This design comes from an exercise in tuning for small area, a short achievable clock period and few clock cycles per item on the open sky130 flow, not from production work. Where RTL was checked, it was by simulation tests only, not by an equivalence proof against the original. The RTL of runs 1 to 5 was laid out without a check of its function.

File: design/flow/config.mk
export PLATFORM = sky130hd
export DESIGN_NAME = modular_exponentiation
export DESIGN_NICKNAME = modular_exponentiation
export VERILOG_FILES = /design/flow/design.v
export SDC_FILE = /design/flow/constraint.sdc
export NUM_CORES = 4
export LEC_CHECK = 0
export CAP_MARGIN = 20
export CORE_MARGIN = 2
export CORE_UTILIZATION = 40
export SLEW_MARGIN = 20
File: design/flow/constraint.sdc
create_clock -name core_clock -period 6.5 [get_ports {clk}]
set_input_delay 1.3000 -clock core_clock [delete_from_list [all_inputs] [get_ports {clk}]]
set_output_delay 1.3000 -clock core_clock [all_outputs]
set_load 0.01 [all_outputs]
File: design/flow/design.v
`default_nettype none
package mexp_pkg;
    localparam int WIDTH = 32;
    localparam int CNT_W = $clog2(WIDTH);
    localparam int SW    = WIDTH + 2;
    typedef logic [WIDTH-1:0] word_t;
    typedef logic [SW-1:0]    sword_t;
    typedef logic [CNT_W-1:0] cnt_t;
    typedef logic [1:0]       cfg_index_t;
    typedef logic [7:0]       est_t;
    localparam cfg_index_t REG_MODULUS  = 2'd0;
    localparam cfg_index_t REG_EXPONENT = 2'd1;
    localparam word_t MODULUS_RESET  = word_t'(3233) << 20;
    localparam cnt_t  MSHIFT_RESET   = cnt_t'(20);
    localparam word_t EXPONENT_RESET = word_t'(17);
    typedef enum logic [3:0] {
        ST_IDLE,
        ST_RSTEP,
        ST_RCV1,
        ST_RCV2,
        ST_PSTEP,
        ST_PCV1,
        ST_PCV2,
        ST_FIN,
        ST_SHIFT,
        ST_DONE
    } state_t;
endpackage
`default_nettype wire
`default_nettype none
module mexp_ctrl (
    input  wire logic            clk,
    input  wire logic            rst_n,
    input  wire logic            in_valid,
    output logic                 in_ready,
    output logic                 out_valid,
    input  wire logic            out_ready,
    input  wire logic            busy,
    input  wire logic            special,
    input  wire mexp_pkg::cnt_t  mshift,
    output logic                 load,
    output logic                 load_special,
    output logic                 rstep,
    output logic                 conv1,
    output logic                 conv2,
    output logic                 pconv2,
    output logic                 conv1_d,
    output logic                 conv2_d,
    output logic                 pconv1_d,
    output logic                 pconv2_d,
    output logic                 shift,
    output mexp_pkg::cnt_t       bit_idx,
    output mexp_pkg::cnt_t       pass_idx
);
    mexp_pkg::state_t state_reg;
    mexp_pkg::cnt_t   j_reg;
    mexp_pkg::cnt_t   k_reg;
    logic             conv1_d_reg;
    logic             conv2_d_reg;
    logic             pconv1_d_reg;
    logic             pconv2_d_reg;
    logic             accept;
    logic             pconv1;
    logic             fin;
    logic             step_last;
    logic             pass_last;
    assign in_ready     = (state_reg == mexp_pkg::ST_IDLE) && !busy;
    assign out_valid    = (state_reg == mexp_pkg::ST_DONE);
    assign accept       = in_valid && in_ready;
    assign load         = accept && !special;
    assign load_special = accept && special;
    assign rstep        = (state_reg == mexp_pkg::ST_RSTEP);
    assign pconv1       = (state_reg == mexp_pkg::ST_PCV1);
    assign pconv2       = (state_reg == mexp_pkg::ST_PCV2);
    assign conv1        = pconv1 || (state_reg == mexp_pkg::ST_RCV1);
    assign conv2        = pconv2 || (state_reg == mexp_pkg::ST_RCV2);
    assign fin          = (state_reg == mexp_pkg::ST_FIN);
    assign shift        = (state_reg == mexp_pkg::ST_SHIFT);
    assign conv1_d      = conv1_d_reg;
    assign conv2_d      = conv2_d_reg;
    assign pconv1_d     = pconv1_d_reg;
    assign pconv2_d     = pconv2_d_reg;
    assign bit_idx      = j_reg;
    assign pass_idx     = k_reg;
    assign step_last    = (j_reg == (rstep ? '1 : mshift));
    assign pass_last    = (k_reg == '1);
    always_ff @(posedge clk or negedge rst_n)
    begin
        if (!rst_n)
        begin
            state_reg    <= mexp_pkg::ST_IDLE;
            conv1_d_reg  <= 1'b0;
            conv2_d_reg  <= 1'b0;
            pconv1_d_reg <= 1'b0;
            pconv2_d_reg <= 1'b0;
        end
        else
        begin
            conv1_d_reg  <= conv1;
            conv2_d_reg  <= conv2;
            pconv1_d_reg <= pconv1;
            pconv2_d_reg <= pconv2;
            unique case (state_reg)
                mexp_pkg::ST_IDLE:
                begin
                    if (accept)
                    begin
                        state_reg <= special ? mexp_pkg::ST_DONE : mexp_pkg::ST_RSTEP;
                    end
                end
                mexp_pkg::ST_RSTEP:
                begin
                    if (step_last)
                    begin
                        state_reg <= mexp_pkg::ST_RCV1;
                    end
                end
                mexp_pkg::ST_RCV1:
                begin
                    state_reg <= mexp_pkg::ST_RCV2;
                end
                mexp_pkg::ST_RCV2:
                begin
                    state_reg <= mexp_pkg::ST_PSTEP;
                end
                mexp_pkg::ST_PSTEP:
                begin
                    if (step_last)
                    begin
                        state_reg <= mexp_pkg::ST_PCV1;
                    end
                end
                mexp_pkg::ST_PCV1:
                begin
                    state_reg <= mexp_pkg::ST_PCV2;
                end
                mexp_pkg::ST_PCV2:
                begin
                    state_reg <= pass_last ? mexp_pkg::ST_FIN : mexp_pkg::ST_PSTEP;
                end
                mexp_pkg::ST_FIN:
                begin
                    state_reg <= (mshift == '0) ? mexp_pkg::ST_DONE : mexp_pkg::ST_SHIFT;
                end
                mexp_pkg::ST_SHIFT:
                begin
                    if (j_reg == '0)
                    begin
                        state_reg <= mexp_pkg::ST_DONE;
                    end
                end
                mexp_pkg::ST_DONE:
                begin
                    if (out_ready)
                    begin
                        state_reg <= mexp_pkg::ST_IDLE;
                    end
                end
                default:
                begin
                    state_reg <= mexp_pkg::ST_IDLE;
                end
            endcase
        end
    end
    always_ff @(posedge clk)
    begin
        if (load)
        begin
            j_reg <= mshift;
        end
        else if (conv2)
        begin
            j_reg <= '1;
        end
        else if (fin)
        begin
            j_reg <= mshift - 1'b1;
        end
        else
        begin
            j_reg <= j_reg - 1'b1;
        end
        if (conv2 && !pconv2)
        begin
            k_reg <= '0;
        end
        else if (pconv2_d_reg)
        begin
            k_reg <= k_reg + 1'b1;
        end
    end
endmodule
`default_nettype wire
`default_nettype none
module mexp_csstep (
    input  wire mexp_pkg::sword_t     sa,
    input  wire mexp_pkg::sword_t     sb,
    input  wire mexp_pkg::est_t       rt,
    input  wire logic                 a,
    input  wire logic                 an,
    input  wire mexp_pkg::word_t      b,
    input  wire mexp_pkg::word_t      n,
    input  wire logic [2:0]           ge,
    output mexp_pkg::sword_t          sa_next,
    output mexp_pkg::sword_t          sb_next,
    output mexp_pkg::est_t            rt_next,
    output logic [2:0]                ge_next
);
    logic [34:0]        p;
    logic [34:0]        r;
    logic [34:0]        t;
    logic [34:0]        x;
    logic [34:0]        y;
    logic [34:0]        v;
    logic [34:0]        s2;
    logic [34:0]        c2;
    logic               cin;
    mexp_pkg::est_t     t3a;
    mexp_pkg::est_t     t3b;
    mexp_pkg::est_t     t4;
    mexp_pkg::est_t     es;
    mexp_pkg::est_t     ec;
    mexp_pkg::est_t     ds;
    mexp_pkg::est_t     dc;
    mexp_pkg::est_t     d0;
    assign p = {sa, 1'b0};
    assign r = {sb, 1'b0};
    assign t = {3'b000, b & {32{a}}};
    assign x = p ^ r ^ t;
    assign y = {((p[33:0] & r[33:0]) | (p[33:0] & t[33:0]) | (r[33:0] & t[33:0])), 1'b0};
    always_comb
    begin
        if (ge[2])
        begin
            v   = ~{2'b00, n, 1'b0};
            cin = 1'b1;
            t4  = ~{1'b0, n[31:25]};
        end
        else if (ge[1])
        begin
            v   = ~{3'b000, n};
            cin = 1'b1;
            t4  = ~{2'b00, n[31:26]};
        end
        else if (ge[0])
        begin
            v   = '0;
            cin = 1'b0;
            t4  = 8'd0;
        end
        else
        begin
            v   = {3'b000, n};
            cin = 1'b0;
            t4  = {2'b00, n[31:26]};
        end
    end
    assign s2 = x ^ y ^ v;
    assign c2 = (x & y) | (x & v) | (y & v);
    assign sa_next = s2[mexp_pkg::SW-1:0];
    assign sb_next = {c2[mexp_pkg::SW-2:0], cin};
    assign rt_next = sa_next[32:25] + sb_next[32:25] + 8'd6;
    assign t3a = a  ? {2'b00, b[31:26]} : 8'd0;
    assign t3b = an ? {3'b000, b[31:27]} : 8'd0;
    assign es  = rt ^ t3a ^ t3b;
    assign ec  = {((rt[6:0] & t3a[6:0]) | (rt[6:0] & t3b[6:0]) | (t3a[6:0] & t3b[6:0])), 1'b0};
    assign ds  = es ^ ec ^ t4;
    assign dc  = {((es[6:0] & ec[6:0]) | (es[6:0] & t4[6:0]) | (ec[6:0] & t4[6:0])), 1'b0};
    assign d0  = ds + dc;
    assign ge_next[0] = !d0[7];
    assign ge_next[1] = !sum3_sign(ds, dc, ~{3'b000, n[31:27]});
    assign ge_next[2] = !sum3_sign(ds, dc, ~{2'b00, n[31:27], 1'b0});
    function automatic logic sum3_sign(input mexp_pkg::est_t u, input mexp_pkg::est_t v3,
                                       input mexp_pkg::est_t w);
        mexp_pkg::est_t hs;
        mexp_pkg::est_t hc;
        mexp_pkg::est_t d;
        hs = u ^ v3 ^ w;
        hc = {((u[6:0] & v3[6:0]) | (u[6:0] & w[6:0]) | (v3[6:0] & w[6:0])), 1'b1};
        d  = hs + hc;
        sum3_sign = d[7];
    endfunction
endmodule
module mexp_csfix (
    input  wire mexp_pkg::sword_t c,
    input  wire mexp_pkg::word_t  n,
    output mexp_pkg::word_t       res
);
    mexp_pkg::sword_t c1;
    assign c1  = c + {2'b00, n};
    assign res = c[mexp_pkg::SW-1] ? c1[mexp_pkg::WIDTH-1:0] : c[mexp_pkg::WIDTH-1:0];
endmodule
`default_nettype wire
`default_nettype none
module modular_exponentiation (
    input  wire logic                  clk,
    input  wire logic                  rst_n,
    input  wire logic                  in_valid,
    output logic                       in_ready,
    input  wire mexp_pkg::word_t       message,
    output logic                       out_valid,
    input  wire logic                  out_ready,
    output mexp_pkg::word_t            power_result,
    input  wire logic                  cfg_valid,
    output logic                       cfg_ready,
    input  wire mexp_pkg::cfg_index_t  cfg_index,
    input  wire mexp_pkg::word_t       cfg_data
);
    mexp_pkg::word_t      modulus_reg;
    mexp_pkg::cnt_t       mshift_reg;
    mexp_pkg::word_t      exponent_reg;
    mexp_pkg::word_t      base_reg;
    mexp_pkg::word_t      acc_reg;
    logic                 acc_one_reg;
    mexp_pkg::sword_t     sqa_reg;
    mexp_pkg::sword_t     sqb_reg;
    mexp_pkg::est_t       sqr_reg;
    logic [2:0]           sqq_reg;
    mexp_pkg::sword_t     mla_reg;
    mexp_pkg::sword_t     mlb_reg;
    mexp_pkg::est_t       mlr_reg;
    logic [2:0]           mlq_reg;
    logic                 sq_bit_reg;
    logic                 sq_nbit_reg;
    logic                 ml_bit_reg;
    logic                 ml_nbit_reg;
    mexp_pkg::sword_t     cv_reg;
    mexp_pkg::sword_t     cva;
    mexp_pkg::sword_t     cvb;
    logic                 busy;
    logic                 special;
    logic                 load;
    logic                 load_special;
    logic                 rstep;
    logic                 conv1;
    logic                 conv2;
    logic                 pconv2;
    logic                 conv1_d;
    logic                 conv2_d;
    logic                 pconv1_d;
    logic                 pconv2_d;
    logic                 shift;
    mexp_pkg::cnt_t       bit_idx;
    mexp_pkg::cnt_t       pass_idx;
    mexp_pkg::cnt_t       next_idx;
    mexp_pkg::cnt_t       next2_idx;
    logic                 exp_bit;
    logic                 copy;
    logic                 take;
    mexp_pkg::sword_t     sqa_next;
    mexp_pkg::sword_t     sqb_next;
    mexp_pkg::est_t       sqr_next;
    logic [2:0]           sqq_next;
    mexp_pkg::sword_t     mla_next;
    mexp_pkg::sword_t     mlb_next;
    mexp_pkg::est_t       mlr_next;
    logic [2:0]           mlq_next;
    mexp_pkg::word_t      cv_res;
    mexp_pkg::word_t      acc_new;
    assign cfg_ready = 1'b1;
    always_ff @(posedge clk or negedge rst_n)
    begin
        if (!rst_n)
        begin
            modulus_reg  <= mexp_pkg::MODULUS_RESET;
            mshift_reg   <= mexp_pkg::MSHIFT_RESET;
            exponent_reg <= mexp_pkg::EXPONENT_RESET;
        end
        else
        begin
            if (cfg_valid && (cfg_index == mexp_pkg::REG_MODULUS))
            begin
                modulus_reg <= cfg_data;
                mshift_reg  <= '0;
            end
            else if (busy)
            begin
                modulus_reg <= {modulus_reg[mexp_pkg::WIDTH-2:0], 1'b0};
                mshift_reg  <= mshift_reg + 1'b1;
            end
            if (cfg_valid && (cfg_index == mexp_pkg::REG_EXPONENT))
            begin
                exponent_reg <= cfg_data;
            end
        end
    end
    assign busy    = !modulus_reg[mexp_pkg::WIDTH-1] && (modulus_reg != '0);
    assign special = (modulus_reg == '0) || (exponent_reg == '0);
    mexp_ctrl u_ctrl (
        .clk          (clk),
        .rst_n        (rst_n),
        .in_valid     (in_valid),
        .in_ready     (in_ready),
        .out_valid    (out_valid),
        .out_ready    (out_ready),
        .busy         (busy),
        .special      (special),
        .mshift       (mshift_reg),
        .load         (load),
        .load_special (load_special),
        .rstep        (rstep),
        .conv1        (conv1),
        .conv2        (conv2),
        .pconv2       (pconv2),
        .conv1_d      (conv1_d),
        .conv2_d      (conv2_d),
        .pconv1_d     (pconv1_d),
        .pconv2_d     (pconv2_d),
        .shift        (shift),
        .bit_idx      (bit_idx),
        .pass_idx     (pass_idx)
    );
    assign exp_bit   = exponent_reg[pass_idx];
    assign next_idx  = bit_idx - 1'b1;
    assign next2_idx = bit_idx - 2'd2;
    mexp_csstep u_sq (
        .sa      (sqa_reg),
        .sb      (sqb_reg),
        .rt      (sqr_reg),
        .a       (sq_bit_reg),
        .an      (sq_nbit_reg),
        .b       (base_reg),
        .n       (modulus_reg),
        .ge      (sqq_reg),
        .sa_next (sqa_next),
        .sb_next (sqb_next),
        .rt_next (sqr_next),
        .ge_next (sqq_next)
    );
    mexp_csstep u_ml (
        .sa      (mla_reg),
        .sb      (mlb_reg),
        .rt      (mlr_reg),
        .a       (ml_bit_reg),
        .an      (ml_nbit_reg),
        .b       (base_reg),
        .n       (modulus_reg),
        .ge      (mlq_reg),
        .sa_next (mla_next),
        .sb_next (mlb_next),
        .rt_next (mlr_next),
        .ge_next (mlq_next)
    );
    assign cva = pconv1_d ? mla_reg : sqa_reg;
    assign cvb = pconv1_d ? mlb_reg : sqb_reg;
    mexp_csfix u_fix (
        .c   (cv_reg),
        .n   (modulus_reg),
        .res (cv_res)
    );
    assign copy    = pconv2 && exp_bit && acc_one_reg;
    assign take    = pconv2_d && exp_bit && !acc_one_reg;
    assign acc_new = take ? cv_res : acc_reg;
    always_ff @(posedge clk)
    begin
        cv_reg <= cva + cvb;
        if (load)
        begin
            sqa_reg <= mexp_pkg::sword_t'(message[mexp_pkg::WIDTH-1:2]);
            sqb_reg <= '0;
            sqr_reg <= {3'b000, message[mexp_pkg::WIDTH-1:27]} + 8'd6;
            sqq_reg <= 3'b001;
        end
        else if (conv1 || conv2)
        begin
            sqa_reg <= '0;
            sqb_reg <= '0;
            sqr_reg <= 8'd6;
            sqq_reg <= 3'b001;
        end
        else
        begin
            sqa_reg <= sqa_next;
            sqb_reg <= sqb_next;
            sqr_reg <= sqr_next;
            sqq_reg <= sqq_next;
        end
        if (conv1_d || conv2_d)
        begin
            mla_reg <= '0;
            mlb_reg <= '0;
            mlr_reg <= 8'd6;
            mlq_reg <= 3'b001;
        end
        else
        begin
            mla_reg <= mla_next;
            mlb_reg <= mlb_next;
            mlr_reg <= mlr_next;
            mlq_reg <= mlq_next;
        end
        if (load)
        begin
            base_reg <= mexp_pkg::word_t'(1);
        end
        else if (conv2)
        begin
            base_reg <= cv_res;
        end
        if (load_special)
        begin
            acc_reg <= mexp_pkg::word_t'(modulus_reg != '0);
        end
        else if (copy)
        begin
            acc_reg <= base_reg;
        end
        else if (take)
        begin
            acc_reg <= cv_res;
        end
        else if (shift)
        begin
            acc_reg <= {1'b0, acc_reg[mexp_pkg::WIDTH-1:1]};
        end
        if (load)
        begin
            acc_one_reg <= 1'b1;
        end
        else if (pconv2_d && exp_bit)
        begin
            acc_one_reg <= 1'b0;
        end
        if (load)
        begin
            sq_bit_reg  <= message[1];
            sq_nbit_reg <= message[0];
        end
        else if (conv2)
        begin
            sq_bit_reg  <= cv_res[mexp_pkg::WIDTH-1];
            sq_nbit_reg <= cv_res[mexp_pkg::WIDTH-2];
        end
        else if (rstep)
        begin
            sq_bit_reg  <= sq_nbit_reg;
            sq_nbit_reg <= 1'b0;
        end
        else
        begin
            sq_bit_reg  <= sq_nbit_reg;
            sq_nbit_reg <= base_reg[next2_idx];
        end
        if (conv2_d)
        begin
            ml_bit_reg  <= acc_new[mexp_pkg::WIDTH-1];
            ml_nbit_reg <= acc_new[mexp_pkg::WIDTH-2];
        end
        else
        begin
            ml_bit_reg  <= ml_nbit_reg;
            ml_nbit_reg <= acc_reg[next_idx];
        end
    end
    assign power_result = acc_reg;
endmodule
`default_nettype wire
File: design/flow/run.sh
#!/bin/bash
# synth_recipe.tcl (not shown) runs the flow's synth.tcl, then flattens the netlist and writes it again
# the make line also repeats each setting of config.mk as NAME=value (left out here)
make -C /OpenROAD-flow-scripts/flow DESIGN_CONFIG=/design/flow/config.mk WORK_HOME=/design/flow/orfs CLKGATE_MAP_FILE= SYNTH_SCRIPT=/design/flow/synth_recipe.tcl finish
==> results of run 1 <==
## layout make-up
cell class / instances / area, sq um
well taps: 782 / 978.4
diodes: 2 / 5.005
fillers: 5708 / 32970
clock inverters: 11 / 156.4
flip-flops and latches: 347 / 7671
clock buffers: 62 / 1207
multi-input cells: 1895 / 15550
repair buffers: 131 / 1241
inverters: 182 / 683.2
## tightest hold or removal path, stage by stage (launching register included)
cell and delay [ps]:
dfxtp_1 350, nand2_1 70, nand2_1 40
## synth_stat cells (7+ instances only)
cell,count,area share [%]
dfxtp_1,238,19
a21oi_1,223,4.6
nor2_1,212,3.2
inv_1,179,2.7
fa_1,162,13
nand2_1,156,2.4
ha_1,153,7.8
clkbuf_1,149,2.3
o21ai_0,123,2.5
and2_1,115,2.9
mux2_2,84,3.9
a211oi_1,74,2.3
dfrtp_1,68,6.9
xnor2_1,68,2.4
mux2i_1,56,2.3
a21o_1,55,1.7
and3_1,40,1.0
xor2_1,40,1.4
a22o_1,32,1.1
edfxtp_1,32,3.9
mux4_2,30,2.8
nor3_1,28,0.57
nor4_1,27,0.69
nand3_1,21,0.43
nand4_1,16,0.41
nor2b_1,15,0.38
o21a_1,15,0.46
nand2b_1,14,0.36
o21ai_1,12,0.24
o211ai_1,11,0.34
o21bai_1,10,0.31
dfstp_2,9,0.96
buf_2,8,0.16
a211o_1,7,0.25
buf_1,7,0.11
## per-layer routing
metal	GRT usage [%]	vias up
met5	0	-
met4	11.82	0
met3	3.673	144
met2	43.22	555
met1	31.05	9524
li1	-	9020
## through the flow
step | setup WS (ps) | hold slack [ps]
floorplan | 1400 | 439.7
CTS | 1969 | 502.9
global route | 1303 | 529.6
global placement | 2029 | 492.0
detailed placement | 1975 | 493.9
finish | 1665 | 503.5
## worst max-delay path by stage
stage	end	slack (ps)	depth (start not counted)
6_report	sqq_reg[2]	1660	18
5_1_grt	sqq_reg[2]	1300	18
4_1_cts	sqq_reg[2]	1970	18
3_5_place_dp	sqq_reg[2]	1970	18
3_3_place_gp	sqq_reg[2]	2030	18
2_1_floorplan	acc_reg[0]	1400	3
## cells by family (layout without fill, tap and decap cells)
| kind of cell | Yosys count | count (layout) |
|---|---|---|
| XOR/XNOR | 108 | 108 |
| other | 1 | 3 |
| flip-flops | 347 | 347 |
| AND/OR/NAND/NOR | 671 | 671 |
| adder cells (fa/ha/maj) | 315 | 315 |
| AO/OA/AOI/OAI | 630 | 630 |
| multiplexers | 170 | 170 |
| buffers and inverters | 351 | 386 |
==> results.toml, run 1 <==
[clocking]
numCtsBuffers = 41
clk_latency_ps = 580
htree_num_levels = 2
cts_resized = 0
cts.sinks = 347
path_clk_slew_ps = 60
cts-root-buf = "clkbuf_16"
cts_hold_buf = 0
cts_tree = "yes"
cts_buffer_depth = 3
cts_setup_buffers = 0

[setup_path]
startpoint = "sqq_reg[1]"
worstReg2RegStart = "sqq_reg[1]"
cp_data_arrival_time_ps = 5280
crit_chain = "clkinv_1 > nor2_1 > a211oi_1 > a21oi_1 > fa_1 > inv_1 > fa_1 > inv_1 > ha_1 > nor2b_1 > o21a_1 > o21a_1 > o21a_1 > o21ai_0 > nand2b_1 > a21oi_1 > xor2_1 > nor2_1"
cp_slowest_cell = "clkinv_1"
crit_family = "compound AO/OA/AOI/OAI gates"
required_ps = 6940
crit_buf_inv = 3
cp-start-kind = "register"
crit_path_max_fanout = 32
crit_top_cell = "o21a_1"
cp-end-kind = "register"
max_stage_delay_ps = 900
crit_type = "register to register"
timing.rr.end = "sqq_reg[2]"
ff2ff_setup_slack_ps = 1660
worst-r2r-cell-count = 18

[hold_path]
holdPathStages = 2
min_from = "acc_one_reg"
min_to = "acc_one_reg"
hold_path.class = "register to register"

[routing]
totalWireLength_mm = 78.76
firstDrtPassIters = 7
viasPerCell = 5.640
met3_length_mm = 4.357
highest_layer = "met4"
antenna_left = 0
drt-met1-wl_mm = 31.95
wl_per_cell_um = 23.08
num_vias = 19240
drt_iter0_drc = 1344
dr_wl_met2_mm = 38.47
drc = 0

[yosys]
ys_warn_count = 3
synthCells = 2593
synthAdderAreaFrac_pct = 21.03
synth-simple-area-share_pct = 13.23
synth_top_family_by_area = "adder cells"
yosysUniqueCellTypes = 78
synth-compound-area-share_pct = 16.18
yosys-mux-area-fraction_pct = 8.898
syn-num-nets = 2979
synthXorXnorAreaFrac_pct = 3.857
ys_seq_area_share_pct = 31.25
postSynthAreaPerCell_sq_um = 9.457
synth_ff_type = "dfxtp_1"
ys_seq_elements = 347
synth_area_sq_mm = 0.02452
synth_edf_count = 32
synth-async-reset-ratio_pct = 22.19

[layout]
utilization_pct = 45.47
finalNetCount = 2984
area_growth_pct = 12.13
mostFrequentLayoutCell = "dfxtp_1"
final_cell_mix = "dfxtp_1, a21oi_1, nor2_1"
stdcell_area_sq_mm = 0.02750
drive_above_1_share_pct = 9.132
final_cells = 3412

[floorplan]
rows = 90
core_area_sq_mm = 0.06047
dieArea_sq_mm = 0.06330
num_io_pins = 106
start_util_pct = 40.55
die_w_um = 251.6
die_y_um = 251.6

[global_route]
antenna_found_initial = 3
grt_pass1_wl_mm = 120.6
grt_max_degree = 70
grt-ovfl-total = 0
grt_pass1_vias = 19570
grt_usage_pct = 25.13

[placed_design]
place_hpwl_mm = 60.48
globalplace.congestion = 0.9379
place_area_sq_mm = 0.02612
dp_cells = 3337
io_buffers = 104

[sta]
maxSlewHeadroom_pct = 29.50
hold_viol_final = 0
setup-tns-final_ps = 0
rsz0062_at_grt = "false"
period_minus_slack_ps = 4835
tightest_slew_ps = 1051
slew_viol_final = 0
skew_ps = 16.70
max_freq_mhz = 206.8
fin_crit_sh_pct = 74.39
setup_viol = 0

[status]
outcome = "no timing/DRC/antenna violations"

[run]
max_cap_violations = 0
==> inputs of run 2 (changes only) <==
--- a/design/flow/config.mk
+++ b/design/flow/config.mk
@@ -8,4 +8,5 @@
 export CAP_MARGIN = 20
 export CORE_MARGIN = 2
 export CORE_UTILIZATION = 40
+export SETUP_SLACK_MARGIN = 3.5
 export SLEW_MARGIN = 20
==> results.toml, run 2 <==
[yosys]
yosysMostFrequentCell = "dfxtp_1"
synth_edf_count = 32
yosys-top-cells-count = "dfxtp_1, a21oi_1, nor2_1"
ys_seq_area_share_pct = 31.25
synth_top_cell_area_share_pct = 19.43
synth_area_leaders = "dfxtp_1, fa_1, ha_1"
ys_warn_count = 3
synth_ff_type = "dfxtp_1"
yosysUniqueCellTypes = 78
ys_seq_elements = 347
postSynthAreaPerCell_sq_um = 9.457
synth_area_sq_mm = 0.02452
synth-async-reset-ratio_pct = 22.19
synthCells = 2593
syn-num-nets = 2979
yosys.area.top_type = "dfxtp_1"

[layout]
final_cell_mix = "dfxtp_1, nor2_1, a21oi_1"
mostFrequentLayoutCell = "dfxtp_1"
area_growth_pct = 26.75
drive_above_1_share_pct = 24.35
finalNetCount = 3137
n_fill_cell = 5300
final_cells = 3567

[sta]
setup_slack_ps = 2730
skew_ps = 33.06
rsz0062_at_grt = "true"
holdWs_ps = 514.0
setup_viol = 0
period_minus_slack_ps = 3770
tightest_slew_ps = 976.2
maxSlewHeadroom_pct = 34.23
fin_crit_sh_pct = 58.01
hold_viol_final = 0
setup-tns-final_ps = 0
max_freq_mhz = 265.2
slew_viol_final = 0

[global_route]
grt_pass1_vias = 20800
grt_pass1_wl_mm = 125.4
antenna_found_initial = 1
grt-ovfl-total = 0
grt_usage_pct = 25.85
grt_max_degree = 70

[routing]
drt_iter0_drc = 1886
firstDrtPassIters = 6
antenna_left = 0
num_vias = 20600
totalWireLength_mm = 83.56
drc = 0
wl_per_cell_um = 23.43
viasPerCell = 5.775

[setup_path]
cp_data_arrival_time_ps = 4240
crit_family = "adder cells"
crit_chain = "buf_12 > nor2_2 > a211oi_2 > a21o_1 > inv_1 > fa_1 > inv_2 > fa_1 > inv_1 > ha_1 > nor2b_1 > o21a_1 > o21a_1 > o21a_1 > o21ai_1 > nand2b_1 > a21oi_2 > xor2_1 > nor2_1"
required_ps = 6970
cp-start-kind = "register"
crit_top_cell = "o21a_1"
crit_buf_inv = 4
cp_slowest_cell = "dfstp_4"
cp-end-kind = "register"
crit_path_max_fanout = 5
max_stage_delay_ps = 640
crit_type = "register to register"

[clocking]
cts.sinks = 347
cts_hold_buf = 0
cts_buffer_depth = 3
htree_num_levels = 2
path_clk_slew_ps = 60
cts_tree = "yes"
cts-root-buf = "clkbuf_16"
clk_latency_ps = 600
numCtsBuffers = 43

[floorplan]
die_w_um = 251.6
rows = 90
dieArea_sq_mm = 0.06330
start_util_pct = 40.55
die_y_um = 251.6
num_io_pins = 106
core_area_sq_mm = 0.06047

[status]
outcome = "no timing/DRC/antenna violations"

[placed_design]
dp_cells = 3332
pre_cts_slack_ps = 2337
io_buffers = 104
place_hpwl_mm = 58.12
globalplace.congestion = 0.9363

[run]
max_cap_violations = 0

[hold_path]
hold_path.class = "register to register"
## run 2: cell types whose count changed in the layout (fill, tap and decap cells not counted), sizes merged, moves of 2 or more
cell | previous run | this run
bufbuf | 0 | 2
buf | 28 | 172
bufinv | 3 | 6
clkinv | 7 | 11
clkdlybuf4s50 | 103 | 101
nor2 | 214 | 216
clkbuf | 62 | 65
## run 2: logic make-up after synthesis
| kind of cell | share of synthesized area [%] |
|---|---|
| muxes | 8.898 |
| xor gates and xnor gates | 3.857 |
| and+or+nand+nor | 13.23 |
| other | 0.01529 |
| adders and majority gates | 21.03 |
| DFF | 31.25 |
| AOI/OAI and AO/OA | 16.18 |
| buffers and inverters | 5.536 |
## run 2: through the flow
stage / utilization [%] / instance area, sq um
after floorplan: - / 24880
after global placement: 43.44 / 26270
after detailed placement: 43.44 / 26270
after CTS: 49.47 / 29910
after global routing: 51.39 / 31080
final: 51.40 / 31080
## run 2: cell type report
type	instances	area, sq um	area share, %
Multi-Input combinational cell	1897	17170	55.24
Timing Repair Buffer	279	2924	9.408
Tap cell	782	978.4	3.148
Timing Repair inverter	1	8.758	0.02818
Clock inverter	17	275.3	0.8856
Inverter	182	716.9	2.307
Clock buffer	61	1244	4.001
Antenna cell	1	2.502	0.008051
Sequential cell	347	7762	24.97
## run 2: path summary, 6_finish.rpt
kind | from | endpoint | slack [ps] | depth (start not counted)
worst min register to register | sqb_reg[32] | sqa_reg[33] | 510 | 2
worst max-delay path | modulus_reg[27] | mlq_reg[2] | 2730 | 19
min in group asynchronous | rst_n | mshift_reg[0] | 520 | 1
max in group asynchronous | rst_n | u_ctrl.pconv1_d_reg | 4730 | 2
worst max register to register | modulus_reg[27] | mlq_reg[2] | 2730 | 19
worst min-delay path | sqb_reg[32] | sqa_reg[33] | 510 | 2
## run 2: layer usage
metal  global-route usage [%]  vias up  wire length [um]
met3                    3.198      224              4791
met2                    44.14      785             40650
met1                    32.41    10250             33600
li1                         -     9341                 -
met5                        0        -                 0
met4                    12.57        0              4515
## run 2: worst register-to-register path, cell delays in order (launching register included)
cell and delay (ps):
dfstp_4 640, buf_12 140, nor2_2 40, a211oi_2 140, a21o_1 140, inv_1 60
fa_1 530, inv_2 60, fa_1 480, inv_1 40, ha_1 250, nor2b_1 130
o21a_1 160, o21a_1 170, o21a_1 160, o21ai_1 120, nand2b_1 80, a21oi_2 130
xor2_1 150, nor2_1 50
## run 2: timing repair
action / in CTS / in global routing
gates resized for setup: 274 / 166
pin swaps: 108 / 64
cloned: 8 / 6
setup endpoints to repair: 205 / 138
hold endpoints to repair: 0 / 0
setup buffers: 96 / 46
==> inputs of run 3 (changes only) <==
--- a/design/flow/config.mk
+++ b/design/flow/config.mk
@@ -7,6 +7,6 @@
 export LEC_CHECK = 0
 export CAP_MARGIN = 20
 export CORE_MARGIN = 2
-export CORE_UTILIZATION = 40
+export CORE_UTILIZATION = 65
 export SETUP_SLACK_MARGIN = 3.5
 export SLEW_MARGIN = 20
==> results.toml, run 3 <==
[clocking]
htree_num_levels = 2
path_clk_slew_ps = 60
cts.sinks = 347
cts_hold_buf = 0
cts-root-buf = "clkbuf_16"
clk_latency_ps = 580
cts_buffer_depth = 3
numCtsBuffers = 40
cts_tree = "yes"

[setup_path]
crit_buf_inv = 2
crit_family = "simple AND/OR/NAND/NOR gates"
required_ps = 5200
crit_path_max_fanout = 11
max_stage_delay_ps = 490
cp_data_arrival_time_ps = 2490
cp-start-kind = "register"
cp_slowest_cell = "dfstp_4"
cp-end-kind = "primary output"
crit_type = "register to primary output"
crit_chain = "nor4_1 > nand4_1 > o21ai_4 > buf_12 > and2_1 > dlygate4sd2_1"

[floorplan]
num_io_pins = 106
die_y_um = 198.2
die_w_um = 198.2
rows = 71
dieArea_sq_mm = 0.03930
start_util_pct = 65.57
core_area_sq_mm = 0.03740

[run]
max_cap_violations = 0

[layout]
utilization_pct = 81.56
drive_above_1_share_pct = 24.45
final_cells = 3309
diodes = 0
area_growth_pct = 24.38
finalNetCount = 3155
final_cell_mix = "dfxtp_1, nor2_1, a21oi_1"
mostFrequentLayoutCell = "dfxtp_1"

[routing]
totalWireLength_mm = 84.87
antenna_left = 0
viasPerCell = 6.475
firstDrtPassIters = 6
wl_per_cell_um = 25.65
drt_iter0_drc = 2312
drc = 0
num_vias = 21430

[sta]
max_freq_mhz = 264.0
setup_slack_ps = 2711
setup-tns-final_ps = 0
slew_viol_final = 0
period_minus_slack_ps = 3789
skew_ps = 32.14
maxSlewHeadroom_pct = 29.96
tightest_slew_ps = 1050
setup_viol = 0
fin_crit_sh_pct = 58.29
rsz0062_at_grt = "true"
hold_viol_final = 0

[status]
outcome = "no timing/DRC/antenna violations"

[yosys]
syn-num-nets = 2979
synthCells = 2593
synth-async-reset-ratio_pct = 22.19
synth_ff_type = "dfxtp_1"
ys_warn_count = 3
ys_seq_area_share_pct = 31.25
yosys-top-cells-count = "dfxtp_1, a21oi_1, nor2_1"
yosys.area.top_type = "dfxtp_1"
synth_area_sq_mm = 0.02452
synth_top_cell_area_share_pct = 19.43
synth_edf_count = 32
postSynthAreaPerCell_sq_um = 9.457
yosysUniqueCellTypes = 78
ys_seq_elements = 347
synth_area_leaders = "dfxtp_1, fa_1, ha_1"
yosysMostFrequentCell = "dfxtp_1"

[global_route]
grt_usage_pct = 42.47
grt_pass1_wl_mm = 124.1
antenna_found_initial = 0
grt_pass1_vias = 21270
grt-ovfl-total = 0
grt_max_degree = 78

[hold_path]
hold_path.class = "register to register"

[placed_design]
dp_cells = 3057
pre_cts_slack_ps = 2307
globalplace.congestion = 1.007
io_buffers = 104
place_hpwl_mm = 55.45
run 3: repair_timing:
item | CTS | global route
endpoints found under the setup margin | 199 | 159
pin swaps | 125 | 88
resized for setup | 283 | 126
setup buffers | 124 | 41
gates cloned | 10 | 6
run 3: final cells by class:
type,instances,area [sq um]
Timing Repair Buffer,295,3013
Tap cell,511,639.4
Inverter,182,719.4
Clock inverter,14,103.9
Timing Repair inverter,2,15.01
Multi-Input combinational cell,1901,17080
Sequential cell,347,7766
Clock buffer,57,1167
Fill cell,2269,6898
run 3: path summary, 6_finish.rpt:
check / start / end / slack [ps] / depth (start not counted)
worst max-delay path: modulus_reg[25] / in_ready / 2710 / 6
worst max register to register: modulus_reg[27] / sqq_reg[2] / 2820 / 18
worst min register to register: exponent_reg[8] / exponent_reg[8] / 540 / 1
max in group asynchronous: rst_n / modulus_reg[29] / 4850 / 1
min in group asynchronous: rst_n / exponent_reg[1] / 870 / 1
worst min-delay path: exponent_reg[8] / exponent_reg[8] / 540 / 1
run 3: logic make-up (layout without fill, tap and decap cells):
logic type / Yosys count / after routing / share of synthesized area, %
fa+ha+maj: 315 / 315 / 21.03
mux: 170 / 170 / 8.898
xor+xnor: 108 / 108 / 3.857
buf+inv: 351 / 550 / 5.536
other cells: 1 / 1 / 0.01529
compound gates: 630 / 630 / 16.18
flops: 347 / 347 / 31.25
simple gates: 671 / 677 / 13.23
run 3: per-layer routing:
layer / vias to the layer above / global-route usage (%) / share of wire [%]
met3: 364 / 7.171 / 10
met1: 10410 / 53.72 / 37
li1: 9374 / - / -
met4: 0 / 30.19 / 8.3
met2: 1278 / 66.43 / 45
met5: - / 0 / 0
run 3: metrics by stage:
stage                     cell area, sq um  hold slack (ps)
after global routing                 30500            551.9
after CTS                            29500            536.9
after floorplan                      24880            439.7
after detailed placement             25900            500.8
after global placement               25900            487.1
final                                30500            537.1
run 3: worst register-to-register path, delay by kind of cell, from the launching register on:
family | cells | cell delay, ps
buffers and inverters | 3 | 240
adder cells (fa/ha/maj) | 3 | 1280
XOR/XNOR | 1 | 150
AO/OA/AOI/OAI | 7 | 960
AND/OR/NAND/NOR | 4 | 310
flip-flops | 1 | 640
==> inputs of run 4 (changes only) <==
--- a/design/flow/config.mk
+++ b/design/flow/config.mk
@@ -7,6 +7,7 @@
 export LEC_CHECK = 0
 export CAP_MARGIN = 20
 export CORE_MARGIN = 2
-export CORE_UTILIZATION = 65
-export SETUP_SLACK_MARGIN = 3.5
+export CORE_UTILIZATION = 70
+export GPL_TIMING_DRIVEN = 1
+export SETUP_SLACK_MARGIN = 4.5
 export SLEW_MARGIN = 20
==> results.toml, run 4 <==
[yosys]
synth_area_sq_mm = 0.02452
ys_seq_elements = 347
synth-compound-area-share_pct = 16.18
synth-async-reset-ratio_pct = 22.19
yosys-mux-area-fraction_pct = 8.898
synth_area_leaders = "dfxtp_1, fa_1, ha_1"
synth_top_family_by_area = "adder cells"
yosysMostFrequentCell = "dfxtp_1"
yosysUniqueCellTypes = 78
ys_warn_count = 3
synth-simple-area-share_pct = 13.23
synthXorXnorAreaFrac_pct = 3.857
postSynthAreaPerCell_sq_um = 9.457
synthAdderAreaFrac_pct = 21.03
syn-num-nets = 2979
yosys.area.top_type = "dfxtp_1"
yosys-top-cells-count = "dfxtp_1, a21oi_1, nor2_1"
synth_top_cell_area_share_pct = 19.43
synth_ff_type = "dfxtp_1"
synth_edf_count = 32
synthCells = 2593
ys_seq_area_share_pct = 31.25

[global_route]
grt_usage_pct = 72.35
grt-ovfl-total = 3
grt_max_degree = 66
grt_pass1_vias = 29170
grt_pass1_wl_mm = 191.2

[clocking]
cts_buffer_depth = 3
htree_num_levels = 2
cts-root-buf = "clkbuf_16"
cts.sinks = 347
numCtsBuffers = 38

[status]
lastStage = "global routing"
outcome = "aborted with a tool error"
first-error = "[ERROR GRT-0116] Global routing finished with congestion. Check the congestion regions in the DRC Viewer."

[placed_design]
globalplace.congestion = 1.038
io_buffers = 104
place_hpwl_mm = 57.43

[floorplan]
rows = 68
num_io_pins = 106
die_y_um = 191.2
start_util_pct = 70.99
die_w_um = 191.2
-- run 4: cell counts after synthesis --
No cell type changed its count.
-- run 4: worst min path at each step --
stage,start,to,slack (ps),depth (start not counted)
after global placement,acc_one_reg,acc_one_reg,490,2
after floorplan,base_reg[24],base_reg[24],460,2
after detailed placement,acc_one_reg,acc_one_reg,500,2
after CTS,exponent_reg[24],exponent_reg[24],530,1
-- run 4: cell families after synthesis --
logic type / Yosys count
AOI/OAI and AO/OA: 630
and+or+nand+nor: 671
adders and majority gates: 315
xor gates and xnor gates: 108
other: 1
muxes: 170
buffers and inverters: 351
DFF: 347
-- run 4: routing by layer --
| metal | track usage, % | overflow |
|---|---|---|
| met1 | 73.99 | 0 |
| met2 | 90.36 | 0 |
| met3 | 54.08 | 0 |
| met4 | 70.50 | 3 |
| met5 | 21.70 | 0 |
-- run 4: repair_timing --
action / 4_1_cts
hold buffers: 0
hold endpoints to repair: 0
gates resized for setup: 586
setup buffers: 232
gates cloned: 37
pin swaps: 134
setup endpoints to repair: 399
-- run 4: metrics by stage --
stage                     std cells  utilization, %  instance area, sq um  hold WS (ps)  setup WS [ps]
after CTS                      3340           92.67                 32010         532.7           2713
after detailed placement       3001           76.65                 26480         499.6           2281
after global placement         3001           76.65                 26480         489.2           2434
after floorplan                2593               -                 25950         455.9           2891
==> inputs of run 5 (changes only) <==
--- a/design/flow/design.v
+++ b/design/flow/design.v
@@ -39,7 +39,6 @@
     input  wire logic            special,
     input  wire mexp_pkg::cnt_t  mshift,
     output logic                 load,
-    output logic                 load_special,
     output logic                 rstep,
     output logic                 conv1,
     output logic                 conv2,
@@ -67,8 +66,7 @@
     assign in_ready     = (state_reg == mexp_pkg::ST_IDLE) && !busy;
     assign out_valid    = (state_reg == mexp_pkg::ST_DONE);
     assign accept       = in_valid && in_ready;
-    assign load         = accept && !special;
-    assign load_special = accept && special;
+    assign load         = (state_reg == mexp_pkg::ST_IDLE);
     assign rstep        = (state_reg == mexp_pkg::ST_RSTEP);
     assign pconv1       = (state_reg == mexp_pkg::ST_PCV1);
     assign pconv2       = (state_reg == mexp_pkg::ST_PCV2);
@@ -331,7 +329,6 @@
     logic                 busy;
     logic                 special;
     logic                 load;
-    logic                 load_special;
     logic                 rstep;
     logic                 conv1;
     logic                 conv2;
@@ -398,7 +395,6 @@
         .special      (special),
         .mshift       (mshift_reg),
         .load         (load),
-        .load_special (load_special),
         .rstep        (rstep),
         .conv1        (conv1),
         .conv2        (conv2),
@@ -498,7 +494,7 @@
         begin
             base_reg <= cv_res;
         end
-        if (load_special)
+        if (load)
         begin
             acc_reg <= mexp_pkg::word_t'(modulus_reg != '0);
         end
--- a/design/flow/config.mk
+++ b/design/flow/config.mk
@@ -7,7 +7,6 @@
 export LEC_CHECK = 0
 export CAP_MARGIN = 20
 export CORE_MARGIN = 2
-export CORE_UTILIZATION = 70
-export GPL_TIMING_DRIVEN = 1
-export SETUP_SLACK_MARGIN = 4.5
+export CORE_UTILIZATION = 60
+export SETUP_SLACK_MARGIN = 3.5
 export SLEW_MARGIN = 20
==> results.toml, run 5 <==
[yosys]
synth-async-reset-ratio_pct = 22.19
postSynthAreaPerCell_sq_um = 9.479
synth_area_leaders = "dfxtp_1, fa_1, ha_1"
synth_area_sq_mm = 0.02456
synth-simple-area-share_pct = 13.38
synth_top_cell_area_share_pct = 19.40
yosysMostFrequentCell = "dfxtp_1"
syn-num-nets = 2977
synth_edf_count = 32
ys_warn_count = 3
synth_ff_type = "dfxtp_1"
synthCells = 2591
ys_seq_area_share_pct = 31.20
yosys-top-cells-count = "dfxtp_1, a21oi_1, nor2_1"
synthXorXnorAreaFrac_pct = 4.065
ys_seq_elements = 347
synthAdderAreaFrac_pct = 20.97
yosys.area.top_type = "dfxtp_1"
yosys-mux-area-fraction_pct = 9.114
synth_top_family_by_area = "adder cells"
synth-compound-area-share_pct = 15.88
yosysUniqueCellTypes = 78

[placed_design]
place_hpwl_mm = 57.25
io_buffers = 104
globalplace.congestion = 0.9848

[setup_path]
cp_data_arrival_time_ps = 4150
cp-end-kind = "register"
cp-start-kind = "register"
crit_path_max_fanout = 5
max_stage_delay_ps = 660
crit_top_cell = "o21a_1"
ff2ff_setup_slack_ps = 2740
cp_slowest_cell = "dfstp_4"
crit_chain = "nor2_2 > a211oi_2 > a21o_1 > inv_1 > fa_1 > inv_2 > fa_1 > inv_1 > ha_1 > nor2b_1 > o21a_1 > o21a_1 > o21a_1 > o21ai_1 > nand2b_1 > a21oi_2 > xor2_1 > nor2_1"
required_ps = 6890
crit_type = "register to register"

[clocking]
cts-root-buf = "clkbuf_16"
cts_tree = "yes"
htree_num_levels = 2
clk_latency_ps = 580
cts.sinks = 347
numCtsBuffers = 40
path_clk_slew_ps = 60
cts_buffer_depth = 3

[global_route]
antenna_found_initial = 1
grt-ovfl-total = 0
grt_pass1_vias = 19470
grt_usage_pct = 37.10
grt_max_degree = 70
grt_pass1_wl_mm = 116.9

[sta]
slew_viol_final = 0
fin_crit_sh_pct = 57.87
rsz0062_at_grt = "true"
tightest_slew_ps = 1093
maxSlewHeadroom_pct = 26.90
period_minus_slack_ps = 3762
hold_viol_final = 0
setup-tns-final_ps = 0
setup_viol = 0
skew_ps = 33.20
max_freq_mhz = 265.8

[layout]
final_cell_mix = "dfxtp_1, nor2_1, a21oi_1"
drive_above_1_share_pct = 21.34
area_growth_pct = 20.84
finalNetCount = 3111
mostFrequentLayoutCell = "dfxtp_1"

[routing]
totalWireLength_mm = 79.60
wl_per_cell_um = 24.20
viasPerCell = 6.204
firstDrtPassIters = 6
drc = 0
num_vias = 20410
drt_iter0_drc = 2334
antenna_left = 0

[floorplan]
die_w_um = 206.3
num_io_pins = 106
die_y_um = 206.3
rows = 74
core_area_sq_mm = 0.04065
dieArea_sq_mm = 0.04257
start_util_pct = 60.42

[hold_path]
hold_path.class = "register to register"

[status]
outcome = "no timing/DRC/antenna violations"

[run]
max_cap_violations = 0
-- run 5: worst paths after layout --
check	startpoint	to	cells after the start
setup / recovery	modulus_reg[27]	mlq_reg[2]	18
hold / removal	sqb_reg[32]	sqa_reg[33]	2
setup reg to reg	modulus_reg[27]	mlq_reg[2]	18
hold reg to reg	sqb_reg[32]	sqa_reg[33]	2
max in group asynchronous	rst_n	u_ctrl.pconv1_d_reg	2
min in group asynchronous	rst_n	u_ctrl.state_reg[2]	1
-- run 5: cell families (layout without fill, tap and decap cells) --
| kind of cell | count (synthesis) | after routing |
|---|---|---|
| xor gates and xnor gates | 114 | 114 |
| and+or+nand+nor | 675 | 677 |
| AOI/OAI and AO/OA | 616 | 616 |
| adders and majority gates | 315 | 315 |
| other | 1 | 3 |
| muxes | 181 | 181 |
| buffers and inverters | 342 | 504 |
| DFF | 347 | 347 |
-- run 5: worst max-delay path: cells and delay by family (launching register included) --
family | cells | cell delay, ps
buffers and inverters | 3 | 160
adder cells (fa/ha/maj) | 3 | 1250
flip-flops | 1 | 660
XOR/XNOR | 1 | 150
AND/OR/NAND/NOR | 4 | 310
AO/OA/AOI/OAI | 7 | 1050
-- run 5: layout make-up --
class	count	area (sq um)
Clock inverter	12	146.4
Clock buffer	60	1189
Timing Repair Buffer	260	2492
Fill cell	2975	10970
Antenna cell	2	5.005
Inverter	172	673.1
Tap cell	532	665.6
Multi-Input combinational cell	1904	16750
Sequential cell	347	7760
-- run 5: per-layer routing --
| metal | up-vias | GRT usage [%] | share of wire (%) |
|---|---|---|---|
| met5 | - | 0 | 0 |
| met4 | 0 | 13.32 | 3.3 |
| met3 | 152 | 8.483 | 10 |
| met2 | 955 | 53.91 | 43 |
| met1 | 10050 | 54.06 | 43 |
| li1 | 9247 | - | - |
-- run 5: stage by stage --
step,util (%),hold WS (ps),worst slack (ps),cells,cell area (sq um)
after floorplan,-,461.8,2891,2591,24950
after global placement,63.94,515.9,2333,3075,25990
after detailed placement,63.94,518.4,2298,3075,25990
after CTS,70.43,536.6,2790,3230,28630
after global routing,73.00,571.8,2583,3287,29670
final,73.02,532.1,2738,3289,29680
-- run 5: repair_timing --
| item | in CTS | in global routing |
|---|---|---|
| gates resized for setup | 183 | 126 |
| setup endpoints to repair | 120 | 92 |
| cloned | 2 | 2 |
| buffers inserted | 81 | 55 |
| pin swaps | 52 | 80 |
| hold buffers | 0 | 0 |
==> inputs of run 6 (changes only) <==
--- a/design/flow/design.v
+++ b/design/flow/design.v
@@ -7,7 +7,7 @@
     typedef logic [SW-1:0]    sword_t;
     typedef logic [CNT_W-1:0] cnt_t;
     typedef logic [1:0]       cfg_index_t;
-    typedef logic [7:0]       est_t;
+    typedef logic [6:0]       est_t;
     localparam cfg_index_t REG_MODULUS  = 2'd0;
     localparam cfg_index_t REG_EXPONENT = 2'd1;
     localparam word_t MODULUS_RESET  = word_t'(3233) << 20;
@@ -233,51 +233,51 @@
         begin
             v   = ~{2'b00, n, 1'b0};
             cin = 1'b1;
-            t4  = ~{1'b0, n[31:25]};
+            t4  = ~{1'b0, n[31:26]};
         end
         else if (ge[1])
         begin
             v   = ~{3'b000, n};
             cin = 1'b1;
-            t4  = ~{2'b00, n[31:26]};
+            t4  = ~{2'b00, n[31:27]};
         end
         else if (ge[0])
         begin
             v   = '0;
             cin = 1'b0;
-            t4  = 8'd0;
+            t4  = 7'd0;
         end
         else
         begin
             v   = {3'b000, n};
             cin = 1'b0;
-            t4  = {2'b00, n[31:26]};
+            t4  = {2'b00, n[31:27]};
         end
     end
     assign s2 = x ^ y ^ v;
     assign c2 = (x & y) | (x & v) | (y & v);
     assign sa_next = s2[mexp_pkg::SW-1:0];
     assign sb_next = {c2[mexp_pkg::SW-2:0], cin};
-    assign rt_next = sa_next[32:25] + sb_next[32:25] + 8'd6;
-    assign t3a = a  ? {2'b00, b[31:26]} : 8'd0;
-    assign t3b = an ? {3'b000, b[31:27]} : 8'd0;
+    assign rt_next = sa_next[32:26] + sb_next[32:26] + 7'd6;
+    assign t3a = a  ? {2'b00, b[31:27]} : 7'd0;
+    assign t3b = an ? {3'b000, b[31:28]} : 7'd0;
     assign es  = rt ^ t3a ^ t3b;
-    assign ec  = {((rt[6:0] & t3a[6:0]) | (rt[6:0] & t3b[6:0]) | (t3a[6:0] & t3b[6:0])), 1'b0};
+    assign ec  = {((rt[5:0] & t3a[5:0]) | (rt[5:0] & t3b[5:0]) | (t3a[5:0] & t3b[5:0])), 1'b0};
     assign ds  = es ^ ec ^ t4;
-    assign dc  = {((es[6:0] & ec[6:0]) | (es[6:0] & t4[6:0]) | (ec[6:0] & t4[6:0])), 1'b0};
+    assign dc  = {((es[5:0] & ec[5:0]) | (es[5:0] & t4[5:0]) | (ec[5:0] & t4[5:0])), 1'b0};
     assign d0  = ds + dc;
-    assign ge_next[0] = !d0[7];
-    assign ge_next[1] = !sum3_sign(ds, dc, ~{3'b000, n[31:27]});
-    assign ge_next[2] = !sum3_sign(ds, dc, ~{2'b00, n[31:27], 1'b0});
+    assign ge_next[0] = !d0[6];
+    assign ge_next[1] = !sum3_sign(ds, dc, ~{3'b000, n[31:28]});
+    assign ge_next[2] = !sum3_sign(ds, dc, ~{2'b00, n[31:28], 1'b0});
     function automatic logic sum3_sign(input mexp_pkg::est_t u, input mexp_pkg::est_t v3,
                                        input mexp_pkg::est_t w);
         mexp_pkg::est_t hs;
         mexp_pkg::est_t hc;
         mexp_pkg::est_t d;
         hs = u ^ v3 ^ w;
-        hc = {((u[6:0] & v3[6:0]) | (u[6:0] & w[6:0]) | (v3[6:0] & w[6:0])), 1'b1};
+        hc = {((u[5:0] & v3[5:0]) | (u[5:0] & w[5:0]) | (v3[5:0] & w[5:0])), 1'b1};
         d  = hs + hc;
-        sum3_sign = d[7];
+        sum3_sign = d[6];
     endfunction
 endmodule
 module mexp_csfix (
@@ -343,6 +343,7 @@
     mexp_pkg::cnt_t       next_idx;
     mexp_pkg::cnt_t       next2_idx;
     logic                 exp_bit;
+    logic                 exp_bit_reg;
     logic                 copy;
     logic                 take;
     mexp_pkg::sword_t     sqa_next;
@@ -407,7 +408,7 @@
         .bit_idx      (bit_idx),
         .pass_idx     (pass_idx)
     );
-    assign exp_bit   = exponent_reg[pass_idx];
+    assign exp_bit   = exp_bit_reg;
     assign next_idx  = bit_idx - 1'b1;
     assign next2_idx = bit_idx - 2'd2;
     mexp_csstep u_sq (
@@ -450,19 +451,20 @@
     assign acc_new = take ? cv_res : acc_reg;
     always_ff @(posedge clk)
     begin
+        exp_bit_reg <= exponent_reg[pass_idx];
         cv_reg <= cva + cvb;
         if (load)
         begin
             sqa_reg <= mexp_pkg::sword_t'(message[mexp_pkg::WIDTH-1:2]);
             sqb_reg <= '0;
-            sqr_reg <= {3'b000, message[mexp_pkg::WIDTH-1:27]} + 8'd6;
+            sqr_reg <= {3'b000, message[mexp_pkg::WIDTH-1:28]} + 7'd6;
             sqq_reg <= 3'b001;
         end
         else if (conv1 || conv2)
         begin
             sqa_reg <= '0;
             sqb_reg <= '0;
-            sqr_reg <= 8'd6;
+            sqr_reg <= 7'd6;
             sqq_reg <= 3'b001;
         end
         else
@@ -476,7 +478,7 @@
         begin
             mla_reg <= '0;
             mlb_reg <= '0;
-            mlr_reg <= 8'd6;
+            mlr_reg <= 7'd6;
             mlq_reg <= 3'b001;
         end
         else
--- a/design/flow/config.mk
+++ b/design/flow/config.mk
@@ -8,5 +8,5 @@
 export CAP_MARGIN = 20
 export CORE_MARGIN = 2
 export CORE_UTILIZATION = 60
-export SETUP_SLACK_MARGIN = 3.5
+export SETUP_SLACK_MARGIN = 3.0
 export SLEW_MARGIN = 20
==> results.toml, run 6 <==
[sta]
rsz0062_at_grt = "true"
period_minus_slack_ps = 3625
setup-tns-final_ps = 0
maxSlewHeadroom_pct = 30.10
tightest_slew_ps = 1046
skew_ps = 32.96
hold_viol_final = 0
fin_crit_sh_pct = 55.77
slew_viol_final = 0
setup_viol = 0
max_freq_mhz = 275.8

[yosys]
yosys-mux-area-fraction_pct = 9.739
synth_area_sq_mm = 0.02395
synth_area_leaders = "dfxtp_1, fa_1, ha_1"
synth_top_cell_area_share_pct = 19.81
yosysMostFrequentCell = "dfxtp_1"
synth_edf_count = 32
synth_ff_type = "dfxtp_1"
synthCells = 2469
yosys.area.top_type = "dfxtp_1"
synth-async-reset-ratio_pct = 22.25
syn-num-nets = 2837
yosysUniqueCellTypes = 75
ys_seq_elements = 346
yosys-top-cells-count = "dfxtp_1, a21oi_1, fa_1"
ys_warn_count = 3
postSynthAreaPerCell_sq_um = 9.699
synthXorXnorAreaFrac_pct = 3.913
synth_top_family_by_area = "adder cells"
synth-simple-area-share_pct = 13.60
ys_seq_area_share_pct = 31.92
synth-compound-area-share_pct = 15.26
synthAdderAreaFrac_pct = 20.44

[routing]
drc = 0
wl_per_cell_um = 24.68
firstDrtPassIters = 6
num_vias = 19350
drt_iter0_drc = 1867
totalWireLength_mm = 76.54
antenna_left = 0
viasPerCell = 6.241

[clocking]
cts_hold_buf = 0
clk_latency_ps = 580
cts-root-buf = "clkbuf_16"
cts.sinks = 346
cts_buffer_depth = 3
htree_num_levels = 2
cts_tree = "yes"
numCtsBuffers = 40
path_clk_slew_ps = 60

[setup_path]
crit_buf_inv = 2
cp-start-kind = "register"
cp_slowest_cell = "dfrtp_4"
max_stage_delay_ps = 570
crit_type = "register to register"
crit_chain = "clkbuf_16 > mux2_2 > ha_4 > and3_1 > and3_1 > o211ai_1 > a21oi_2 > buf_6 > o31ai_4 > a21oi_4 > a311o_1 > mux2_4 > o2111ai_2"
cp-end-kind = "register"
crit_family = "compound AO/OA/AOI/OAI gates"
required_ps = 6970
crit_top_cell = "and3_1"
cp_data_arrival_time_ps = 4100
crit_path_max_fanout = 7

[status]
outcome = "no timing/DRC/antenna violations"

[floorplan]
rows = 73
num_io_pins = 106
core_area_sq_mm = 0.03955
start_util_pct = 60.55
dieArea_sq_mm = 0.04152
die_y_um = 203.8
die_w_um = 203.8

[layout]
diodes = 0
drive_above_1_share_pct = 17.55
area_growth_pct = 17.22
mostFrequentLayoutCell = "dfxtp_1"
finalNetCount = 2913
n_fill_cell = 2965
utilization_pct = 70.98
multi_input_area_sq_mm = 0.01574
final_cell_mix = "dfxtp_1, a21oi_1, fa_1"
regArea_sq_mm = 0.007726

[placed_design]
io_buffers = 104
place_hpwl_mm = 53.47
globalplace.congestion = 0.9620

[run]
max_cap_violations = 0

[global_route]
antenna_found_initial = 6
grt-ovfl-total = 0
grt_usage_pct = 36.59
grt_pass1_vias = 18770
grt_max_degree = 70
grt_pass1_wl_mm = 114.4

[hold_path]
hold_path.class = "register to register"
## run 6: cell type report
class | instances | share of cell area, %
clock buffers | 67 | 4.399
clock inverters | 6 | 0.2496
inverters | 149 | 2.001
multi-input cells | 1807 | 56.07
flip-flops and latches | 346 | 27.52
well taps | 525 | 2.340
repair buffers | 201 | 7.417
## run 6: per-stage QoR
stage / hold WS, ps / instances / setup WS [ps] / instance area (sq um)
2_1_floorplan: 446.6 / 2469 / 3063 / 23960
3_3_place_gp: 474.0 / 2951 / 2326 / 25190
3_5_place_dp: 494.0 / 2951 / 2187 / 25190
4_1_cts: 506.3 / 3072 / 2933 / 27230
5_1_grt: 543.9 / 3101 / 2760 / 28070
6_report: 504.6 / 3101 / 2875 / 28070
## run 6: logic make-up after synthesis
kind of cell	Yosys count
flops	346
xor+xnor	107
mux	184
buf+inv	316
simple gates	628
compound gates	590
other cells	1
fa+ha+maj	297
## run 6: per-layer routing
metal  up-vias  global-route usage (%)  share of wire [%]
met4         2                   14.29                3.9
met2       903                   55.02                 44
met1      9573                   53.31                 43
met5         -                       0              0.017
met3       163                   5.433                9.0
li1       8712                       -                  -
## run 6: worst register-to-register path, stage by stage (launching register included)
cell and delay [ps]:
dfrtp_4 570, clkbuf_16 240, mux2_2 370, ha_4 250, and3_1 200, and3_1 200, o211ai_1 220, a21oi_2 110
buf_6 150, o31ai_4 280, a21oi_4 120, a311o_1 420, mux2_4 320, o2111ai_2 80
## run 6: what timing repair did
action,4_1_cts,5_1_grt
pin swaps,13,42
setup endpoints to repair,44,32
endpoints found under the hold margin,0,0
resized for setup,90,118
setup buffers,46,24
cloned,2,5
## run 6: worst paths after layout
path | slack, ps | endpoint | from | cells past startpoint
hold reg to reg | 500 | acc_one_reg | acc_one_reg | 2
setup reg to reg | 2870 | cv_reg[28] | u_ctrl.pconv1_d_reg | 13
min in group asynchronous | 670 | mshift_reg[3] | rst_n | 1
setup / recovery | 2870 | cv_reg[28] | u_ctrl.pconv1_d_reg | 13
max in group asynchronous | 4740 | u_ctrl.pconv1_d_reg | rst_n | 2
hold / removal | 500 | acc_one_reg | acc_one_reg | 2
Testbench counts of run 6, summed over its fixed seeds: cycles 210,240, items 192.
==> inputs of run 7 (changes only) <==
--- a/design/flow/config.mk
+++ b/design/flow/config.mk
@@ -8,5 +8,5 @@
 export CAP_MARGIN = 20
 export CORE_MARGIN = 2
 export CORE_UTILIZATION = 60
-export SETUP_SLACK_MARGIN = 3.0
+export SETUP_SLACK_MARGIN = 2.6
 export SLEW_MARGIN = 20
==> results.toml, run 7 <==
[sta]
fin_crit_sh_pct = 58.63
maxSlewHeadroom_pct = 31.04
holdWs_ps = 496.2
period_minus_slack_ps = 3811
skew_ps = 23.31
tightest_slew_ps = 1031
hold_viol_final = 0
setup_viol = 0
slew_viol_final = 0
rsz0062_at_grt = "true"
max_freq_mhz = 262.4
setup-tns-final_ps = 0

[global_route]
grt_usage_pct = 35.14
antenna_found_initial = 9
grt_pass1_vias = 18530
grt_max_degree = 70
grt_pass1_wl_mm = 110.5
grt-ovfl-total = 0

[setup_path]
cp-start-kind = "register"
crit_type = "register to primary output"
crit_buf_inv = 2
cp-end-kind = "primary output"
cp_slowest_cell = "dfstp_4"
max_stage_delay_ps = 530
cp_data_arrival_time_ps = 2510
crit_path_max_fanout = 9
required_ps = 5200
crit_family = "simple AND/OR/NAND/NOR gates"
crit_chain = "nor4_2 > nand4_1 > nor2_4 > or2_2 > inv_1 > nor2_1 > clkdlybuf4s15_1"

[placed_design]
place_area_sq_mm = 0.02519
io_buffers = 104
dp_cells = 2951
globalplace.congestion = 0.9919
place_hpwl_mm = 53.26

[yosys]
synthCells = 2469
synth_area_leaders = "dfxtp_1, fa_1, ha_1"
synth_area_sq_mm = 0.02395
yosysUniqueCellTypes = 75
syn-num-nets = 2837
synth-async-reset-ratio_pct = 22.25
synth_ff_type = "dfxtp_1"
synth_edf_count = 32
yosys.area.top_type = "dfxtp_1"
postSynthAreaPerCell_sq_um = 9.699
synth_top_cell_area_share_pct = 19.81
ys_warn_count = 3
yosysMostFrequentCell = "dfxtp_1"
ys_seq_area_share_pct = 31.92
ys_seq_elements = 346
yosys-top-cells-count = "dfxtp_1, a21oi_1, fa_1"

[clocking]
cts.sinks = 346
cts_tree = "yes"
clk_latency_ps = 600
numCtsBuffers = 40
cts_hold_buf = 0
path_clk_slew_ps = 60
htree_num_levels = 2
cts-root-buf = "clkbuf_16"
cts_buffer_depth = 3

[hold_path]
hold_path.class = "register to register"

[routing]
firstDrtPassIters = 6
wl_per_cell_um = 23.67
drt_iter0_drc = 1665
drc = 0
totalWireLength_mm = 72.29
num_vias = 18840
antenna_left = 0
viasPerCell = 6.170

[run]
max_cap_violations = 0

[layout]
drive_above_1_share_pct = 12.22
stdcell_area_sq_mm = 0.02695
area_growth_pct = 12.53
final_cell_mix = "a21oi_1, dfxtp_1, fa_1"
final_cells = 3054
diodes = 0
finalNetCount = 2866

[floorplan]
num_io_pins = 106
core_area_sq_mm = 0.03955
rows = 73
dieArea_sq_mm = 0.04152
die_y_um = 203.8
start_util_pct = 60.55
die_w_um = 203.8

[status]
outcome = "no timing/DRC/antenna violations"
-- run 7: path summary, 6_finish.rpt --
kind	start	to	slack, ps	depth (start not counted)
min	acc_one_reg	acc_one_reg	500	2
max	modulus_reg[30]	in_ready	2690	7
max in group asynchronous	rst_n	u_ctrl.pconv1_d_reg	4780	2
max reg2reg	u_ctrl.pconv1_d_reg	cv_reg[28]	2750	14
min reg2reg	acc_one_reg	acc_one_reg	500	2
min in group asynchronous	rst_n	exponent_reg[31]	640	1
-- run 7: kinds of logic after synthesis --
group	Yosys count	share of synthesized area, %
buf+inv	316	5.110
xor+xnor	107	3.913
other cells	1	0.01566
flops	346	31.92
simple gates	628	13.60
fa+ha+maj	297	20.44
compound gates	590	15.26
mux	184	9.739
-- run 7: per-stage QoR --
| stage | util (%) | setup WS (ps) |
|---|---|---|
| detailed placement | 63.69 | 2236 |
| finish | 68.14 | 2689 |
| global route | 68.14 | 2509 |
| floorplan | - | 2918 |
| global placement | 63.69 | 2316 |
| CTS | 67.41 | 2615 |
-- run 7: timing repair --
item                       in CTS  in global routing
buffers inserted                6                 24
setup endpoints to repair      18                 14
pin swaps                       2                  6
gates resized for setup        25                 16
-- run 7: worst register-to-register path, stage by stage (launching register included) --
cell and delay (ps):
dfrtp_4 520, buf_8 180, o21ai_0 210, ha_1 240, inv_1 90, fa_1 470
nor2b_1 130, o21a_1 160, o211ai_1 180, a21oi_2 300, o31ai_1 160, a21oi_2 270
a311o_1 320, mux2_1 340, o2111ai_1 100
-- run 7: metal layers --
layer	wire length [um]	part of all wire, %	global-route usage, %
met5	35	0.048	0
met4	2387	3.3	11.16
met3	6604	9.1	6.440
met2	31910	44	53.46
met1	31360	43	50.86
-- run 7: final cells by class --
class | instances | area (sq um)
fill | 3141 | 12600
clock buffer | 59 | 1185
timing repair buffer | 154 | 1499
sequential | 346 | 7692
inverter | 149 | 559.3
clock inverter | 14 | 152.6
multi-input combinational | 1807 | 15200
tap | 525 | 656.9

[static timing again, ports no longer ideal]
Ports are ideal in the flow. The routed layouts listed here were re-timed in OpenROAD.
Step 1 assumes that a clkbuf_16 drives the clock port and a buf_2 every other input.
Step 2, shift: input delay + t, output delay - t, t = (earliest + latest rising clock arrival at the registers) / 2. This alone moves slack from input paths to output paths.
Three values: no drivers, after step 1, after step 2; two values: the first two.
| run | shift t [ns] | setup WS [ns] | hold slack, ns | slew at the worst register clock pin (ns) | worst slew at a driven data input, ns |
|---|---|---|---|---|---|
| run 1 | 0.633 | 1.665 / 1.665 / 1.665 | 0.503 / 0.503 / 0.503 | 0.06 / 0.06 | 0.05 |
| run 2 | 0.641 | 2.730 / 2.730 / 2.730 | 0.514 / 0.492 / 0.514 | 0.06 / 0.06 | 0.06 |
| run 3 | 0.622 | 2.711 / 2.658 / 2.824 | 0.537 / 0.537 / 0.537 | 0.07 / 0.07 | 0.06 |
| run 5 | 0.617 | 2.738 / 2.738 / 2.738 | 0.532 / 0.532 / 0.532 | 0.07 / 0.07 | 0.06 |
| run 6 | 0.621 | 2.875 / 2.850 / 2.875 | 0.505 / 0.505 / 0.505 | 0.07 / 0.07 | 0.04 |
| run 7 | 0.643 | 2.689 / 2.630 / 2.747 | 0.496 / 0.496 / 0.496 | 0.06 / 0.06 | 0.05 |
After both steps every run listed still meets setup and hold.
